Source: an optimization exercise on an open RTL-to-GDS flow (aim: small area, a short achievable clock period and few clock cycles). Production flows keep margins and buffers that such runs may drop.
No run shown here included a check of the RTL's function; only the layout flow was run.
Power figures rest on the tool's default switching activity, not on a simulated workload.

==> design/flow/design.v <==
package ise_pkg;
   typedef struct packed {
      logic insert;    
      logic close;     
   } cell_ctrl_type;
   localparam logic [1:0] ST_EMPTY = 2'b00;
   localparam logic [1:0] ST_OPEN  = 2'b01;
endpackage
module ise_cell #(
   parameter int VALUE_WIDTH = 16,
   parameter bit INVERTED    = 1'b0    
) (
   input  logic                          clock,
   input  logic                          reset,
   input  ise_pkg::cell_ctrl_type        ctrl,
   input  logic signed [VALUE_WIDTH-1:0] new_value,
   input  logic                          new_par,
   input  logic                          new_c,
   input  logic                          new_lo,
   input  logic [VALUE_WIDTH/2-1:0]      next_high,
   input  logic [VALUE_WIDTH/2-1:0]      after_low,
   input  logic signed [VALUE_WIDTH-1:0] right_value,    
   input  logic [1:0]                    right_state,
   input  logic                          right_c,
   input  logic                          right_lo,
   input  logic                          right_stay,
   output logic signed [VALUE_WIDTH-1:0] value,          
   output logic [1:0]                    state,
   output logic                          c,
   output logic                          lo,
   output logic                          stay,
   output logic [1:0]                    state_next
);
   localparam int HW = VALUE_WIDTH / 2;
   function automatic logic greater(input logic [HW-1:0] a, input logic [HW-1:0] b,
                                    input logic cin, input logic sgn);
      logic [HW:0] g, e;    
      g = {a & ~b, cin};
      e = {a | ~b, 1'b0};
      if (sgn) begin
         g[HW] = ~a[HW-1] & b[HW-1];
         e[HW] = ~a[HW-1] | b[HW-1];
      end
      for (int w = 1; w <= HW; w = w * 2) begin
         for (int k = 0; k + w <= HW; k = k + 2 * w) begin
            g[k] = g[k + w] | (e[k + w] & g[k]);
            e[k] = e[k + w] & e[k];
         end
      end
      greater = g[0];
   endfunction
   logic signed [VALUE_WIDTH-1:0] value_ff, value_in;
   logic [1:0]                    state_ff, state_src, state_in;
   logic                          g_ff, g_in;
   logic                          q_ff, q_in;
   logic signed [VALUE_WIDTH-1:0] word;    
   logic take_self, take_new, take_right;
   assign stay  = state_ff == ise_pkg::ST_OPEN && (!ctrl.insert || g_ff);
   assign word  = value_ff ^ {VALUE_WIDTH{INVERTED}};
   assign c     = greater(word[VALUE_WIDTH-1:HW], next_high, q_ff, 1'b1);
   assign lo    = greater(word[HW-1:0], after_low, 1'b0, 1'b0);
   assign value = value_ff;
   assign state = state_ff;
   assign state_next = state_in;
   assign take_self  = stay;
   assign take_new   = !stay && right_stay;
   assign take_right = !stay && !right_stay;
   always_comb begin
      value_in  = ({VALUE_WIDTH{take_self}}  & value_ff)
                | ({VALUE_WIDTH{take_new}}   & (new_value ^ {VALUE_WIDTH{INVERTED}}))
                | ({VALUE_WIDTH{take_right}} & ~right_value);
      state_src = ({2{take_self}}  & state_ff)
                | ({2{take_new}}   & (ctrl.insert ? ise_pkg::ST_OPEN : ise_pkg::ST_EMPTY))
                | ({2{take_right}} & right_state);
      g_in      = (take_self & c) | (take_new & new_c) | (take_right & right_c);
      q_in      = (take_self & lo) | (take_new & new_lo) | (take_right & right_lo);
      state_in  = (ctrl.close && state_src == ise_pkg::ST_OPEN) ? {1'b1, new_par} : state_src;
   end
   always_ff @(posedge clock) begin
      value_ff <= value_in;
      g_ff     <= g_in;
      q_ff     <= q_in;
      if (reset) begin
         state_ff <= ise_pkg::ST_EMPTY;
      end else begin
         state_ff <= state_in;
      end
   end
endmodule
module insertion_sort_engine #(
   parameter int DEPTH       = 32,
   parameter int VALUE_WIDTH = 16
) (
   input  logic                          clock,
   input  logic                          reset,
   input  logic                          start,
   output logic                          busy,
   input  logic signed [VALUE_WIDTH-1:0] req_value,
   input  logic                          req_last,
   output logic                          rsp_strobe,
   output logic signed [VALUE_WIDTH-1:0] rsp_value_res,
   output logic                          rsp_last_res,
   output logic                          rsp_dropped
);
   logic signed [VALUE_WIDTH-1:0] value_w [DEPTH];
   logic [1:0]                    state_w [DEPTH];
   logic [1:0]                    state_next_w [DEPTH];
   logic [DEPTH-1:0]              c_w;
   logic [DEPTH-1:0]              lo_w;
   logic [DEPTH-1:0]              stay_w;
   logic                          rx_valid_ff;
   logic signed [VALUE_WIDTH-1:0] rx_value_ff;
   logic                          rx_last_ff;
   logic                          nx_valid_ff;
   logic signed [VALUE_WIDTH-1:0] nx_value_ff;
   logic                          nx_last_ff;
   logic                          in_valid_ff;
   logic signed [VALUE_WIDTH-1:0] in_value_ff;
   logic          insert_ff;                 
   logic          close_ff;                  
   logic [5:0]    count_ff;                  
   logic          full;
   logic          full_next;
   logic          par_ff;                    
   logic          ovf_open_ff;               
   logic          ovf_head_ff;               
   logic          new_c_ff;                  
   logic          new_lo_ff;                 
   logic          nx_rx_lo_ff;               
   logic          head_out_ff;               
   logic          head_last_ff;              
   ise_pkg::cell_ctrl_type ctrl;
   assign full      = count_ff == DEPTH;
   assign full_next = !ctrl.close && (full || (count_ff == DEPTH - 1 && ctrl.insert));
   assign ctrl.insert = insert_ff;
   assign ctrl.close  = close_ff;
   localparam int HW = VALUE_WIDTH / 2;
   logic [HW-1:0] req_low;
   logic [HW-1:0] nx_high, rx_high;      
   logic          nx_rx_hi_gt, nx_rx_hi_eq;
   assign req_low     = req_value[HW-1:0];
   assign nx_high     = {~nx_value_ff[VALUE_WIDTH-1], nx_value_ff[VALUE_WIDTH-2:HW]};
   assign rx_high     = {~rx_value_ff[VALUE_WIDTH-1], rx_value_ff[VALUE_WIDTH-2:HW]};
   assign nx_rx_hi_gt = nx_high > rx_high;
   assign nx_rx_hi_eq = nx_value_ff[VALUE_WIDTH-1:HW] == rx_value_ff[VALUE_WIDTH-1:HW];
   for (genvar i = 0; i < DEPTH; i++) begin : g_cell
      logic signed [VALUE_WIDTH-1:0] right_value;
      logic [1:0]                    right_state;
      logic                          right_c;
      logic                          right_lo;
      logic                          right_stay;
      if (i == DEPTH - 1) begin : g_tail
         assign right_value = '0;    
         assign right_state = ise_pkg::ST_EMPTY;
         assign right_c     = 1'b0;
         assign right_lo    = 1'b0;
         assign right_stay  = 1'b1;
      end else begin : g_inner
         assign right_value = value_w[i+1];
         assign right_state = state_w[i+1];
         assign right_c     = c_w[i+1];
         assign right_lo    = lo_w[i+1];
         assign right_stay  = stay_w[i+1];
      end
      ise_cell #(
         .VALUE_WIDTH (VALUE_WIDTH),
         .INVERTED    (i % 2 == 1)
      ) u_cell (
         .clock       (clock),
         .reset       (reset),
         .ctrl        (ctrl),
         .new_value   (in_value_ff),
         .new_par     (par_ff),
         .new_c       (new_c_ff),
         .new_lo      (new_lo_ff),
         .next_high   (nx_value_ff[VALUE_WIDTH-1:VALUE_WIDTH/2]),
         .after_low   (rx_value_ff[VALUE_WIDTH/2-1:0]),
         .right_value (right_value),
         .right_state (right_state),
         .right_c     (right_c),
         .right_lo    (right_lo),
         .right_stay  (right_stay),
         .value       (value_w[i]),
         .state       (state_w[i]),
         .c           (c_w[i]),
         .lo          (lo_w[i]),
         .stay        (stay_w[i]),
         .state_next  (state_next_w[i])
      );
   end
   always_ff @(posedge clock) begin
      rx_value_ff  <= req_value;
      rx_last_ff   <= req_last;
      nx_value_ff  <= rx_value_ff;
      nx_last_ff   <= rx_last_ff;
      in_value_ff  <= nx_value_ff;
      new_c_ff     <= nx_rx_hi_gt || (nx_rx_hi_eq && nx_rx_lo_ff);
      nx_rx_lo_ff  <= rx_value_ff[HW-1:0] > req_low;
      new_lo_ff    <= nx_value_ff[HW-1:0] > req_low;
      head_last_ff <= state_next_w[1] != state_next_w[0];
      if (reset) begin
         rx_valid_ff <= 1'b0;
         nx_valid_ff <= 1'b0;
         in_valid_ff <= 1'b0;
         insert_ff   <= 1'b0;
         close_ff    <= 1'b0;
         count_ff    <= '0;
         head_out_ff <= 1'b0;
         par_ff      <= 1'b0;
         ovf_open_ff <= 1'b0;
         ovf_head_ff <= 1'b0;
      end else begin
         rx_valid_ff <= start;
         nx_valid_ff <= rx_valid_ff;
         in_valid_ff <= nx_valid_ff;
         insert_ff   <= nx_valid_ff && !full_next;
         close_ff    <= nx_valid_ff && nx_last_ff;
         head_out_ff <= state_next_w[0][1];
         if (ctrl.close) begin
            count_ff <= '0;
         end else if (ctrl.insert) begin
            count_ff <= count_ff + 1'b1;
         end
         if (ctrl.close) begin
            par_ff      <= !par_ff;
            ovf_open_ff <= 1'b0;
         end else if (in_valid_ff && full) begin
            ovf_open_ff <= 1'b1;
         end
         if (ctrl.close && (ovf_open_ff || full)) begin
            ovf_head_ff <= 1'b1;
         end else if (head_out_ff && head_last_ff) begin
            ovf_head_ff <= 1'b0;
         end
      end
   end
   assign busy          = 1'b0;
   assign rsp_strobe    = head_out_ff;
   assign rsp_value_res = value_w[0];
   assign rsp_last_res  = head_last_ff;
   assign rsp_dropped   = ovf_head_ff;
endmodule
==> design/flow/run.sh <==
#!/bin/bash
# synth_recipe.tcl (not shown) runs the flow's synth.tcl, then flattens the netlist and writes it again
# the make line also repeats each setting of config.mk as NAME=value (left out here)
make -C /OpenROAD-flow-scripts/flow DESIGN_CONFIG=/design/flow/config.mk WORK_HOME=/design/flow/orfs CLKGATE_MAP_FILE= SYNTH_SCRIPT=/design/flow/synth_recipe.tcl finish
==> design/flow/config.mk <==
export PLATFORM = sky130hd
export DESIGN_NAME = insertion_sort_engine
export DESIGN_NICKNAME = insertion_sort_engine
export VERILOG_FILES = /design/flow/design.v
export SDC_FILE = /design/flow/constraint.sdc
export NUM_CORES = 4
export LEC_CHECK = 0
export CAP_MARGIN = 20
export CORE_MARGIN = 2
export CORE_UTILIZATION = 60
export CTS_BUF_LIST = sky130_fd_sc_hd__clkbuf_16
export CTS_CLUSTER_DIAMETER = 80
export CTS_CLUSTER_SIZE = 24
export SETUP_SLACK_MARGIN = 2.3
export SLEW_MARGIN = 20
==> design/flow/constraint.sdc <==
create_clock -name core_clock -period 4.5 [get_ports {clock}]
set_input_delay 0.9000 -clock core_clock [delete_from_list [all_inputs] [get_ports {clock}]]
set_output_delay 0.9000 -clock core_clock [all_outputs]
set_load 0.01 [all_outputs]
==> run summary, run 1 <==
Placed Area=approximately 36000 um2; startpoint types=flip-flop; final setup fails=0; clock group share of total power=27.2%; CTS HTree Levels=2; outcome=complete, no violations; WS Path Type=reg2reg; core area=roughly 59000 um2; Vias/cell=6.067; Net Count, Synth=~5k; Crit Path Max Fanout=6; register share of total power=between 50% and 60%; Max-Cap Viols=0; clock tree sinks=roughly 700; FF+latch count, synth=between 700 and 800; Tmin final=2.383 ns; final design utilization=approximately two thirds; Syn Area/Cell=around 7.4 um2; Slew headroom=between 40% and 50%; Chip Width=~250 um; vias in the first global route=28.66k; layout cells sized above 1=about an eighth; Setup WS pre-CTS=about 1.6 ns; Final Max Slew Viols=0; DRT Wirelength=105.4 mm; RSZ-0062 raised after global routing=true; clock tree buffer depth=3; Worst Max-Slew Pin Slew=between 0.8 and 0.9 ns; required time of the critical path=4.96 ns; 1st-iter DRT viols=approximately 3.3k; Mapped Cells=about 4.8k; Leakage=16.92 nW; final layout net count=about 4.8k; IO Count=40; DP Wirelength=66.78 mm; cell taking the most area after synthesis=dfxtp_1; Remaining Overflow, GRT=0; CTS Root Cell=clkbuf_16; fin crit share=a little over half; pin count of the biggest net entering global routing=77; antenna violations before repair=0; final hold violation count=0; RePlAce Congestion=between 0.8 and 0.9; Max VDD drop=roughly 0.37 mV; Worst setup EP type=flip-flop; Top FF cell, synth=dfxtp_1; Cell Int Power=around 9.8 mW; Synth top area share=38.86%; Comb pwr share=a little under a fifth; Initial Util=60.52%; Setup Total Neg Slack=0 ns; port buffer count=38; Switching Share=between 20 and 30%; WL/cell=19.16 um; Ys Warns=6; Clk Latency, worst-skew pair=about 0.60 ns; first-pass GRT wire length=around 160 mm; clk_skew=~0.021 ns; Die Y-Extent=247.8 um; most frequent cell after synthesis=nand2_1; synthesized area=approximately 36000 um2; CTS tree=built; register area share after synthesis=between 40% and 50%; TritonRoute pass-1 iters=6; P&R area growth vs syn=11.86%; hold crit path type=reg2reg; Post-synth ARST share=0%; via count=around 33k; Max Freq=0.4196 GHz; Pwr Density=351.3 nW/um2; Remaining DRCs=0; CTS Buf Count=37; hold slack=approximately 0.34 ns; Post-synth EDFFs=16; post-synthesis cell type count=80; Worst Path Arrival=around 2.8 ns; # hold bufs at CTS=0; total global-route track usage=between 30% and 40%; Final Worst Setup Slack=between 2 and 2.5 ns; post-route ant nets=0; Site Rows=89; CTS clk-pin slew, worst paths=~0.10 ns; NetSw=around 4.2 mW; die area=slightly above 60000 um2; Design Area, Final=39880 um2; largest cells by area after synthesis=dfxtp_1, o21ai_0, a21oi_1, nand2_1, nor2_1; Synth top cells by count=nand2_1, dfxtp_1, o21ai_0
-- timing repair --
action,in CTS,in global routing
gates resized for setup,209,244
gates cloned,14,10
pin swaps,53,142
setup endpoints to repair,278,158
setup buffers,71,35
-- registers in the layout, indices dropped and copies added, names as in the netlist, 6 cells and up, named ones only --
name                    count
count_ff                    6
g_cell.u_cell.g_ff         32
g_cell.u_cell.q_ff         32
g_cell.u_cell.state_ff     63
g_cell.u_cell.value_ff    496
in_value_ff                16
nx_value_ff                16
rx_value_ff                16
-- logic make-up (layout without fill, tap and decap cells) --
group,count (synthesis),in the layout,share of synthesized area (%)
AND/OR/NAND/NOR,1515,1518,17.45
buffers and inverters,587,469,6.553
flip-flops,708,708,40.21
adder cells (fa/ha/maj),187,187,5.615
XOR/XNOR,4,4,0.09829
multiplexers,16,16,0.4738
other,1,2,0.01052
AO/OA/AOI/OAI,1824,1825,29.60
-- cell usage in the layout (no fill, tap or decap), types with 14 or more instances in the layout --
cell type / instances
buf_4: 120
inv_1: 159
buf_6: 31
o211ai_1: 110
o21ai_1: 21
nand3b_1: 19
ha_1: 25
o22ai_1: 53
nand2_1: 748
nor3_1: 16
edfxtp_1: 16
a22oi_1: 43
a21oi_2: 20
dfxtp_1: 669
nor2_1: 556
a31oi_1: 53
nand2b_1: 37
nand4_1: 18
nor2b_1: 33
nand3_1: 14
buf_12: 31
and3b_1: 16
o21ai_0: 660
a222oi_1: 24
o21ai_2: 19
a21oi_1: 598
clkbuf_16: 44
maj3_1: 58
maj3_2: 103
clkdlybuf4s50_1: 18
-- through the flow --
stage | std cells | power [mW]
after global routing | 5501 | 14.64
after CTS | 5456 | 13.76
after floorplan | 4842 | 9.190
after global placement | 5317 | 9.809
after detailed placement | 5317 | 9.859
final | 5502 | 14.01
-- layer usage --
layer	vias to the layer above	share of wire [%]	GRT usage, %
li1	16640	-	-
met1	15510	46	46.15
met2	1059	44	51.19
met3	176	6.7	4.747
met4	0	3.2	8.665
met5	-	0	0
-- worst paths after layout --
path	from	endpoint	slack, ns	cells past startpoint
min reg2reg	rx_last_ff	nx_last_ff	0.34	0
max	nx_value_ff[9]	g_cell[23].u_cell.g_ff	2.12	8
min	rx_last_ff	nx_last_ff	0.34	0
max reg2reg	nx_value_ff[9]	g_cell[23].u_cell.g_ff	2.12	8
-- worst max-delay path: stages (launching register included) --
cell and delay, ns:
dfxtp_4 0.43, buf_12 0.13, buf_12 0.12, o22ai_2 0.07, o32a_1 0.38, maj3_2 0.30
a222oi_1 0.41, maj3_2 0.31, a311oi_2 0.08
-- power by group through the flow --
stage	logic (mW)	registers, mW	clock network, mW
2_1_floorplan	1.71	7.47	0
3_3_place_gp	2.15	7.65	0
3_5_place_dp	2.20	7.66	0
4_1_cts	2.39	7.51	3.86
5_1_grt	2.94	7.64	4.05
6_report	2.65	7.55	3.80
-- layout make-up --
cell class                      instances  area [um2]
Tap cell                              773       967.2
Multi-Input combinational cell       3551       19970
Inverter                              168       696.9
Fill cell                            5100       19030
Clock inverter                         17       148.9
Clock buffer                           37       925.9
Timing Repair Buffer                  245        2759
Sequential cell                       708       14400
Timing Repair inverter                  2       15.01
Antenna cell                            1       2.502
==> run 2, diff against run 1 <==
==> design/flow/design.v (replaced) <==
package ise_pkg;
   typedef struct packed {
      logic insert;    
      logic drain;     
   } cell_ctrl_type;
endpackage
module ise_cell #(
   parameter int VALUE_WIDTH = 16
) (
   input  logic                          clock,
   input  logic                          reset,
   input  ise_pkg::cell_ctrl_type        ctrl,
   input  logic signed [VALUE_WIDTH-1:0] new_value,
   input  logic signed [VALUE_WIDTH-1:0] left_value,
   input  logic                          left_valid,
   input  logic                          left_gt,
   input  logic signed [VALUE_WIDTH-1:0] right_value,
   input  logic                          right_valid,
   output logic signed [VALUE_WIDTH-1:0] value,
   output logic                          valid,
   output logic                          gt
);
   logic signed [VALUE_WIDTH-1:0] value_ff, value_in;
   logic                          valid_ff, valid_in;
   logic                          first_empty;
   assign gt          = valid_ff && (value_ff > new_value);
   assign first_empty = !valid_ff && left_valid;
   assign value       = value_ff;
   assign valid       = valid_ff;
   always_comb begin
      value_in = value_ff;
      valid_in = valid_ff;
      priority if (ctrl.drain) begin
         value_in = right_value;
         valid_in = right_valid;
      end else if (ctrl.insert && (gt || first_empty)) begin
         value_in = left_gt ? left_value : new_value;
         valid_in = 1'b1;
      end else begin
         value_in = value_ff;
         valid_in = valid_ff;
      end
   end
   always_ff @(posedge clock) begin
      value_ff <= value_in;
      if (reset) begin
         valid_ff <= 1'b0;
      end else begin
         valid_ff <= valid_in;
      end
   end
endmodule
module insertion_sort_engine #(
   parameter int DEPTH       = 32,
   parameter int VALUE_WIDTH = 16
) (
   input  logic                          clock,
   input  logic                          reset,
   input  logic                          start,
   output logic                          busy,
   input  logic signed [VALUE_WIDTH-1:0] req_value,
   input  logic                          req_last,
   output logic                          rsp_strobe,
   output logic signed [VALUE_WIDTH-1:0] rsp_value_res,
   output logic                          rsp_last_res,
   output logic                          rsp_dropped
);
   logic signed [VALUE_WIDTH-1:0] value_w [DEPTH];
   logic [DEPTH-1:0]              valid_w;
   logic [DEPTH-1:0]              gt_w;
   logic          drain_ff, drain_in;        
   logic          overflow_ff, overflow_in;  
   logic          accept;
   logic          full;
   logic          drain_done;
   ise_pkg::cell_ctrl_type ctrl;
   assign accept     = start && !busy;
   assign full       = valid_w[DEPTH-1];
   assign drain_done = drain_ff && !valid_w[1];
   assign ctrl.insert = accept && !full;
   assign ctrl.drain  = drain_ff;
   for (genvar i = 0; i < DEPTH; i++) begin : g_cell
      logic signed [VALUE_WIDTH-1:0] left_value;
      logic                          left_valid;
      logic                          left_gt;
      logic signed [VALUE_WIDTH-1:0] right_value;
      logic                          right_valid;
      if (i == 0) begin : g_head
         assign left_value = '0;
         assign left_valid = 1'b1;
         assign left_gt    = 1'b0;
      end else begin : g_body
         assign left_value = value_w[i-1];
         assign left_valid = valid_w[i-1];
         assign left_gt    = gt_w[i-1];
      end
      if (i == DEPTH - 1) begin : g_tail
         assign right_value = '0;
         assign right_valid = 1'b0;
      end else begin : g_inner
         assign right_value = value_w[i+1];
         assign right_valid = valid_w[i+1];
      end
      ise_cell #(
         .VALUE_WIDTH (VALUE_WIDTH)
      ) u_cell (
         .clock       (clock),
         .reset       (reset),
         .ctrl        (ctrl),
         .new_value   (req_value),
         .left_value  (left_value),
         .left_valid  (left_valid),
         .left_gt     (left_gt),
         .right_value (right_value),
         .right_valid (right_valid),
         .value       (value_w[i]),
         .valid       (valid_w[i]),
         .gt          (gt_w[i])
      );
   end
   always_comb begin
      drain_in    = drain_ff;
      overflow_in = overflow_ff;
      priority if (drain_done) begin
         drain_in    = 1'b0;
         overflow_in = 1'b0;
      end else if (accept) begin
         if (full) begin
            overflow_in = 1'b1;
         end
         if (req_last) begin
            drain_in = 1'b1;
         end
      end else begin
         drain_in    = drain_ff;
         overflow_in = overflow_ff;
      end
   end
   always_ff @(posedge clock) begin
      if (reset) begin
         drain_ff    <= 1'b0;
         overflow_ff <= 1'b0;
      end else begin
         drain_ff    <= drain_in;
         overflow_ff <= overflow_in;
      end
   end
   assign busy          = drain_ff;
   assign rsp_strobe    = drain_ff;
   assign rsp_value_res = value_w[0];
   assign rsp_last_res  = drain_done;
   assign rsp_dropped   = overflow_ff;
endmodule
==> design/flow/config.mk (replaced) <==
export PLATFORM = sky130hd
export DESIGN_NAME = insertion_sort_engine
export DESIGN_NICKNAME = insertion_sort_engine
export VERILOG_FILES = /design/flow/design.v
export SDC_FILE = /design/flow/constraint.sdc
export NUM_CORES = 4
export LEC_CHECK = 0
export CAP_MARGIN = 20
export CORE_MARGIN = 2
export CORE_UTILIZATION = 40
export SLEW_MARGIN = 20
==> run summary, run 2 <==
outcome=complete, no violations; 1st-iter DRT viols=3885 (+19%); CTS HTree Levels=3 (+1); clock tree buffer depth=3 (unchanged); cell taking the most area after synthesis=edfxtp_1; setup bufs post-CTS=0 (-100%); clk_skew=0.02696 ns (+0.005797 ns); CTS Root Cell=clkbuf_16; Post-synth ARST share=0% (unchanged); Vias/cell=6.550 (+8.0%); Top FF cell, synth=edfxtp_1; post-cts sizing count=0 (-100%); Max-Cap Viols=0 (unchanged); hold crit path type=reg2reg; Syn Area/Cell=11.31 um2 (+54%); Die Y-Extent=316.1 um (+28%); antenna violations before repair=0 (unchanged); most frequent cells in the layout=ha_1, edfxtp_1, a221o_1; clock tree sinks=546 (-23%); largest cells by area after synthesis=edfxtp_1, ha_1, a221o_1, nor3b_1, mux2_2; # hold bufs at CTS=0 (unchanged); Tmin final=4.015 ns (+1.632 ns); TritonRoute pass-1 iters=6 (unchanged); core area=96570 um2 (+64%); Final Max Slew Viols=0 (unchanged); Design Area, Final=44330 um2 (+11%); Diodes inserted=0 (-1); synthesized area=38970 um2 (+9.3%); startpoint types=input pin; Leakage=16.63 nW (-1.7%); first-pass GRT wire length=203.0 mm (+28%); port buffer count=39 (+2.6%); CTS tree=built; post-route ant nets=0 (unchanged); layout cells sized above 1=15.58% (+3.4 points); final layout net count=3995 (-16%); Max VDD drop=0.2693 mV (-28%); vias in the first global route=29.14k (+1.7%); Remaining DRCs=0 (unchanged); via count=31.48k (-5.7%); Worst setup EP type=flip-flop; Pwr Density=350.2 nW/um2 (-0.31%); Setup Total Neg Slack=0 ns (unchanged); final hold violation count=0 (unchanged); Top Registers=g_cell.u_cell.value_ff (512), g_cell.u_cell.valid_ff (32); Synth top area share=38.22% (-0.64 points); DP Wirelength=99.49 mm (+49%); P&R area growth vs syn=13.74%; Net Count, Synth=3963 (-19%); WS Path Type=in2reg; Ys Warns=3 (-3); Initial Util=40.36% (-20 points); final setup fails=0 (unchanged); required time of the critical path=4.83 ns (-0.13 ns); Crit Path Max Fanout=16 (+10); Post-synth EDFFs=496 (+480); total global-route track usage=27.44% (-4.9 points); RePlAce Congestion=0.9076 (+4.9%); Clk Latency, worst-skew pair=0.63 ns (+0.03 ns); RSZ-0062 raised after global routing=false; Chip Width=316.1 um (+28%); register area share after synthesis=40.79% (+0.58 points); IO Count=40 (unchanged); Mapped Cells=3447 (-29%); pin count of the biggest net entering global routing=220 (+190%); Remaining Overflow, GRT=0 (unchanged); Pwr Total=15.52 mW (+11%); DRT Wirelength=139.3 mm (+32%); final design utilization=45.90% (-22 points); Site Rows=114 (+28%); WL/cell=28.98 um (+51%); post-synthesis cell type count=62 (-23%); max reg flops=512 (+3.2%); CTS clk-pin slew, worst paths=0.06 ns (-0.04 ns); die area=99940 um2 (+63%); hold slack=0.4759 ns (+0.1326 ns); Slew headroom=31.33% (-12 points); Synth top cells by count=edfxtp_1, ha_1, a221o_1; fin crit share=89.23% (+36 points); CTS Buf Count=68 (+84%); Biggest register=g_cell.u_cell.value_ff; Worst Path Arrival=4.35 ns (+1.51 ns); FF+latch count, synth=546 (-23%); Placed Area=42220 um2 (+17%); Worst Max-Slew Pin Slew=1.030 ns (+0.1860 ns); Max Freq=0.2491 GHz (-41%)
run 2: worst paths after layout:
path                                 startpoint                            end  slack [ns]  depth (start not counted)
setup / recovery                   req_value[2]  g_cell[26].u_cell.value_ff[9]        0.48                         11
setup reg to reg  g_cell[29].u_cell.value_ff[5]  g_cell[30].u_cell.value_ff[1]        1.23                          8
hold reg to reg   g_cell[31].u_cell.value_ff[0]  g_cell[31].u_cell.value_ff[0]        0.48                          2
hold / removal    g_cell[31].u_cell.value_ff[0]  g_cell[31].u_cell.value_ff[0]        0.48                          2
run 2: critical path, cell delays in order:
cell	delay (ns)
clkdlybuf4s50_1	0.58
clkinvlp_4	0.40
ha_1	0.45
and4b_1	0.21
a211oi_1	0.31
nor4_1	0.08
or4b_1	0.51
mux2_2	0.25
buf_4	0.30
mux2i_1	0.25
o21ai_0	0.09
run 2: layer usage:
metal	track usage [%]	vias to the layer above	share of wire, %
li1	-	14120	-
met1	41.02	15610	46
met2	40.08	1524	42
met3	3.859	220	8.6
met4	10.08	0	3.7
met5	0	-	0
run 2: logic make-up after synthesis:
family	Yosys count	share of synthesized area [%]
AOI/OAI and AO/OA	958	19.20
adders and majority gates	496	15.92
buffers and inverters	365	3.660
DFF	546	40.79
muxes	266	7.587
and+or+nand+nor	816	12.84
run 2: per-stage QoR:
stage	setup slack, ns	instances
6_report	0.4848	4806
5_1_grt	0.3045	4806
4_1_cts	0.5501	4806
3_5_place_dp	-0.1221	4685
3_3_place_gp	-0.05482	4681
2_1_floorplan	0.01833	3447
run 2: area by class of cell:
type / instances / area (um2)
Fill cell: 8807 / 52240
Multi-Input combinational cell: 2536 / 21830
Sequential cell: 546 / 15900
Timing Repair Buffer: 222 / 2490
Clock buffer: 89 / 1892
Tap cell: 1276 / 1597
Inverter: 105 / 397.9
Clock inverter: 32 / 219.0
run 2: power by group:
part	leakage [nW]	total (mW)	internal [mW]	switching (mW)
Combinational	10.6	3.43	1.52	1.91
Clock	1.05	5.38	3.07	2.31
Sequential	5.03	6.71	6.16	0.545
Total	16.6	15.5	10.8	4.77

==> static timing again, ports no longer ideal <==
No port has a modelled driver above. Below, the same layouts with a new extraction and two added sets of constraints.
Step 1, drivers: a clkbuf_16 drives clock and a buf_2 each remaining input, both assumed.
Step 2 adds t to the input delays and takes it off the output delays; t is the mean of the earliest and latest rising clock arrival at the registers after step 1. Input paths then give back, and output paths get back, about the clock's delay inside the block.
Three values: ideal ports, drivers, drivers and shift; two values: the first two.
run | t, ns | setup WS [ns] | hold WS [ns] | worst setup path at the end
run 1 | 0.655 | 2.117 / 2.117 / 1.751 | 0.343 / 0.343 / 0.343 | input to register
run 2 | 0.682 | 0.485 / 0.529 / -0.153 | 0.476 / 0.476 / 0.476 | input to register
With both steps, setup timing fails in run 2, where it was met with ideal ports. The setup slack of run 2, which loses most, moves by +0.044 ns with the drivers and by -0.638 ns with both steps.
